What follows belongs to an exercise in optimizing a design on an open flow for small area, a short achievable clock period and few clock cycles per item; a production flow would make more cautious choices. Function was checked by simulation only, so behaviour that the tests miss may differ from the original.

==> flow/design.v (outline; a module is shown in full before it is edited, if it fits) <==
// module compass_heading_hard_iron_cal: 1604 lines
module compass_heading_hard_iron_cal (
  input  logic               clk,
  input  logic               rst,
  input  logic               sample_valid,
  output logic               sample_ready,
  input  logic [1:0]         action,
  input  logic signed [15:0] mag_x,
  input  logic signed [15:0] mag_y,
  input  logic signed [15:0] mag_z,
  output logic               result_valid,
  input  logic               result_ready,
  output logic [8:0]         heading_deg,
  output logic signed [15:0] offset_x,
  output logic signed [15:0] offset_y,
  output logic signed [15:0] offset_z
);
  // ...
==> flow/run.sh <==
#!/bin/bash
# synth_recipe.tcl (not shown) runs the flow's synth.tcl, then flattens the netlist and writes it again
# the make line also repeats each setting of config.mk as NAME=value (left out here)
make -C /OpenROAD-flow-scripts/flow DESIGN_CONFIG=/design/flow/config.mk WORK_HOME=/design/flow/orfs CLKGATE_MAP_FILE= SYNTH_SCRIPT=/design/flow/synth_recipe.tcl finish
==> flow/config.mk <==
export PLATFORM = sky130hd
export DESIGN_NAME = compass_heading_hard_iron_cal
export DESIGN_NICKNAME = compass_heading_hard_iron_cal
export VERILOG_FILES = /design/flow/design.v
export SDC_FILE = /design/flow/constraint.sdc
export NUM_CORES = 4
export LEC_CHECK = 0
export CAP_MARGIN = 20
export CORE_MARGIN = 2
export CORE_UTILIZATION = 55
export SETUP_SLACK_MARGIN = 5
export SLEW_MARGIN = 20
==> flow/constraint.sdc <==
create_clock -name core_clock -period 9.0 [get_ports {clk}]
set_input_delay 1.8000 -clock core_clock [delete_from_list [all_inputs] [get_ports {clk}]]
set_output_delay 1.8000 -clock core_clock [all_outputs]
set_load 0.01 [all_outputs]
==> out/qor.txt, run 1 <==
Status = no timing/DRC/antenna violations
Sequential cell area share = 34.67%
Layout Skew = 0.03886 ns
Signal inverters = 431
Root buffer cell = clkbuf_16
Synth Register Bits = 1672
Worst r2r src = q_rd[1]
Vias in the first global route = 66.43k
DP Area = 94420 um2
Flop2flop setup slack = 5.12 ns
Post-cts gate resize count = 56
Final period util = 43.06%
Crit-path max FO = 48
Total negative slack = 0 ns
Footprint of the multi-input gates = 53750 um2
Clock tree buffer depth = 3
Worst-path clk slew = 0.06 ns
Total die area = 168900 um2
Min cycle time layout = 3.876 ns
Worst-margin pin slew = 1.058 ns
Nets = 10.73k
Syn avg cell area = 9.540 um2
Final worst setup slack = 5.124 ns
Synth Area in Compound Gates = 15.36%
Worst Hold Depth = 0
CTS buffer count = 178
Detail-routed net length per standard cell = 19.61 um
Area grow syn2layout = 11.80%
CP Capture Type = flip-flop
Worst R2R End = offset_y[9]
Sequential fraction of the synthesis area = 38.71%
Yosys cell types = 106
Testbench counts, summed over its fixed seeds: cycles 7,440, items 7,200.
==> run 2, diff against run 1 <==
--- a/flow/config.mk
+++ b/flow/config.mk
@@ -7,6 +7,8 @@
 export LEC_CHECK = 0
 export CAP_MARGIN = 20
 export CORE_MARGIN = 2
-export CORE_UTILIZATION = 55
+export CORE_UTILIZATION = 65
+export CTS_CLUSTER_DIAMETER = 80
+export CTS_CLUSTER_SIZE = 30
 export SETUP_SLACK_MARGIN = 5
 export SLEW_MARGIN = 20
==> out/qor.txt, run 2 <==
Routed Antenna Nets = 0
Hold crit path type = flip-flop to flip-flop
Worst R2R Path Depth = 12
Hold Vio Cnt, Final = 0
Width of the die = 378.4 um
Core Footprint = 139400 um2
RSZ-0062 raised after global routing = yes
Drt pass-1 iters = 6
Min cycle time layout = 3.946 ns (+0.07003 ns)
Syn Inst Count = 9551
Worst-margin pin slew = 1.064 ns (+0.006326 ns)
Initial antenna violation count = 7
Max Fclk = 0.2535 GHz
Yosys cell types = 106 (unchanged)
Post-synth top cells = 1492 x dfxtp_1, 959 x xnor2_1, 914 x ha_1
Final period util = 43.84% (+0.78 points)
Top cells by area, synth = dfxtp_1 33%, ha_1 13%, xnor2_1 9.2%, edfxtp_1 5.9%, xor2_1 5.6%
Final max-slew violation count = 0
Clock latency on the worst-skew pair = 0.77 ns
Area leader, netlist = dfxtp_1
Die Height = 378.4 um
Post-Route WL = 224600 um
Crit-path max FO = 15 (-69%)
Setup violators final = 0
Layout Skew = 0.04461 ns (+0.005748 ns)
H-tree depth = 3
Flop2flop setup slack = 5.05 ns (-0.07 ns)
Area grow syn2layout = 7.801%
Root buffer cell = clkbuf_16
Detail-routed net length per standard cell = 19.45 um (-0.83%)
Vias in the first global route = 65.88k (-0.84%)
First-pass GRT wire length = 350100 um
Nets = 10.63k (-1.0%)
Kind of cell adding the most delay to the critical path = compound AO/OA/AOI/OAI gates
CP Capture Type = flip-flop
Most used cell, CP = a211oi_1
CP Class = flip-flop to flip-flop
CP Launch Point = q_rd[1]
CTS buffer count = 90 (-49%)
Post-DP HPWL = 175000 um
DRT iter0 DRCs = 4982
Crit-path max cell delay = 0.52 ns
Gpl congestion = 0.9580
Synth Register Bits = 1672 (unchanged)
Main synth FF type = dfxtp_1
Share of cells above drive strength 1 = 4.342%
Post-synth EDFFs = 180
Worst-path clk slew = 0.12 ns (+0.06 ns)
Sequential fraction of the synthesis area = 38.71% (unchanged)
Largest net degree at the start of global routing = 94
Syn avg cell area = 9.540 um2 (unchanged)
Hold buffer count at CTS = 0
CP Cell Sequence = inv_1, ha_2, and4bb_2, a32o_1, a221oi_1, nand4_1, a211oi_1, a22oi_1, o21ai_1, nor4_4, buf_4, a211oi_1
Vias = 68.54k
GRT Total Usage = 30.48%
Starting density of the core = 65.38%
# IOs = 113
Critical path depth in cells = 12
Cell Area, Synth = 91110 um2
Global route overflow = 0
Worst EP required = 9.47 ns
Sinks on Clock Net = 1672
Startpoint Class = flip-flop
DRC = 0
Layout Utilization = 70.48%
Most common cell in the netlist = dfxtp_1
Synth Net Count = 10.57k
Std cell rows = 137
Worst setup path end = heading_deg[3]
Post-DR vias/cell = 5.935
CTS tree = built
Crit path DAT = 4.41 ns
Status = no timing/DRC/antenna violations
Slew HR = 28.79%
Worst R2R End = heading_deg[3]
Most common cell after layout, fill and taps aside = dfxtp_1
Synth warn = 1
CP max-delay cell = a211oi_1
Commonest cells after routing, fill and taps aside = 1474 x dfxtp_1, 958 x xnor2_1, 909 x ha_1
Worst r2r src = q_rd[1]
Total negative slack = 0 ns (unchanged)
MaxCap Viol Count = 0
Total die area = 143200 um2 (-15%)
Clock tree buffer depth = 3 (unchanged)
IO Port Bufs = 112
Yosys top cell area share = 32.78%
Async SR Flop Fraction = 0%
Buf+Inv Stages, Crit Path = 2
-- run 2: cell counts after synthesis --
Identical to the previous run, type by type.
-- run 2: worst min-delay path by stage --
stage                     slack [ns]    start  depth (start not counted)      end
after CTS                       0.32    p7_p4                          0    p8_p4
after global placement          0.31  p15_p10                          0  p16_p10
after global routing            0.33    p7_p4                          0    p8_p4
final                           0.32    p7_p4                          0    p8_p4
after floorplan                 0.31    p9_g1                          0   p10_g1
after detailed placement        0.31    p9_p5                          0   p10_p5
-- run 2: timing repair --
action                                  in CTS  in global routing
endpoints found under the hold margin        0                  0
pin swaps                                    2                  7
buffers inserted                             8                 31
gates resized for setup                     52                 68
cloned                                       0                  2
endpoints found under the setup margin     253                249
-- run 2: area by class of cell --
cell class,count,area (um2)
diodes,1,2.502
clock buffers,94,2267
clock inverters,68,1032
fillers,10730,41140
inverters,431,1618
multi-input cells,7217,53630
flip-flops and latches,1672,35320
well taps,1876,2347
repair buffers,190,2007
-- run 2: logic make-up after synthesis --
family                   Yosys count  share of synthesized area [%]
AO/OA/AOI/OAI                   2153                          15.36
XOR/XNOR                        1541                          14.81
adder cells (fa/ha/maj)          969                          13.76
buffers and inverters            662                          2.806
flip-flops                      1672                          38.71
multiplexers                     146                          1.666
other                              1                       0.004116
AND/OR/NAND/NOR                 2407                          12.88
-- run 2: routing by layer --
layer,share of wire [%],track usage [%],vias to the layer above
li1,-,-,33756
met1,43,38.80,32565
met2,49,54.07,1799
met3,4.4,2.611,421
met4,3.6,10.46,0
met5,0,0,-
-- run 2: worst register-to-register path: cells and delay by family (launching register included) --
kind | cells | cell delay (ns)
AOI/OAI and AO/OA | 6 | 1.92
adders and majority gates | 1 | 0.31
buffers and inverters | 2 | 0.32
DFF | 1 | 0.46
and+or+nand+nor | 3 | 0.64
-- run 2: per-stage QoR --
step	hold slack [ns]	setup WS (ns)	area [um2]	std cells
6_report	0.3191	5.054	98220	11549
5_1_grt	0.3259	4.844	98220	11548
3_3_place_gp	0.3098	4.150	94000	11345
3_5_place_dp	0.3121	4.110	94010	11345
2_1_floorplan	0.3096	4.999	91120	9551
4_1_cts	0.3243	4.889	97560	11515

## separate check: timing with driven ports
In the flow no input, the clock included, has a driving cell. The finished layouts below were timed again as built, in two steps. Step 1 (the two cells are an assumption about what drives the block):
set clk [get_ports {clk}]
set_driving_cell -lib_cell sky130_fd_sc_hd__clkbuf_16 $clk
set_driving_cell -lib_cell sky130_fd_sc_hd__buf_2 [delete_from_list [all_inputs] $clk]
Step 2 adds t to the input delays and takes it off the output delays; t is the mean of the earliest and latest rising clock arrival at the registers after step 1. Input paths then give back, and output paths get back, about the clock's delay inside the block. Slacks: ideal ports / drivers / drivers and shift; pairs: ideal ports / drivers.
run	t (ns)	setup WS [ns]	clock arrival spread, ns	worst register clock-pin slew, ns	worst slew at a driven data input, ns
run 1	0.909	5.124 / 5.124 / 4.359	0.041 / 0.041	0.07 / 0.07	0.10
run 2	0.834	5.054 / 5.054 / 4.488	0.044 / 0.044	0.12 / 0.12	0.08
After both steps every run listed still meets setup and hold. For run 1, which loses most, drivers alone change the setup slack by 0.000 ns; drivers and shift together by -0.765 ns.
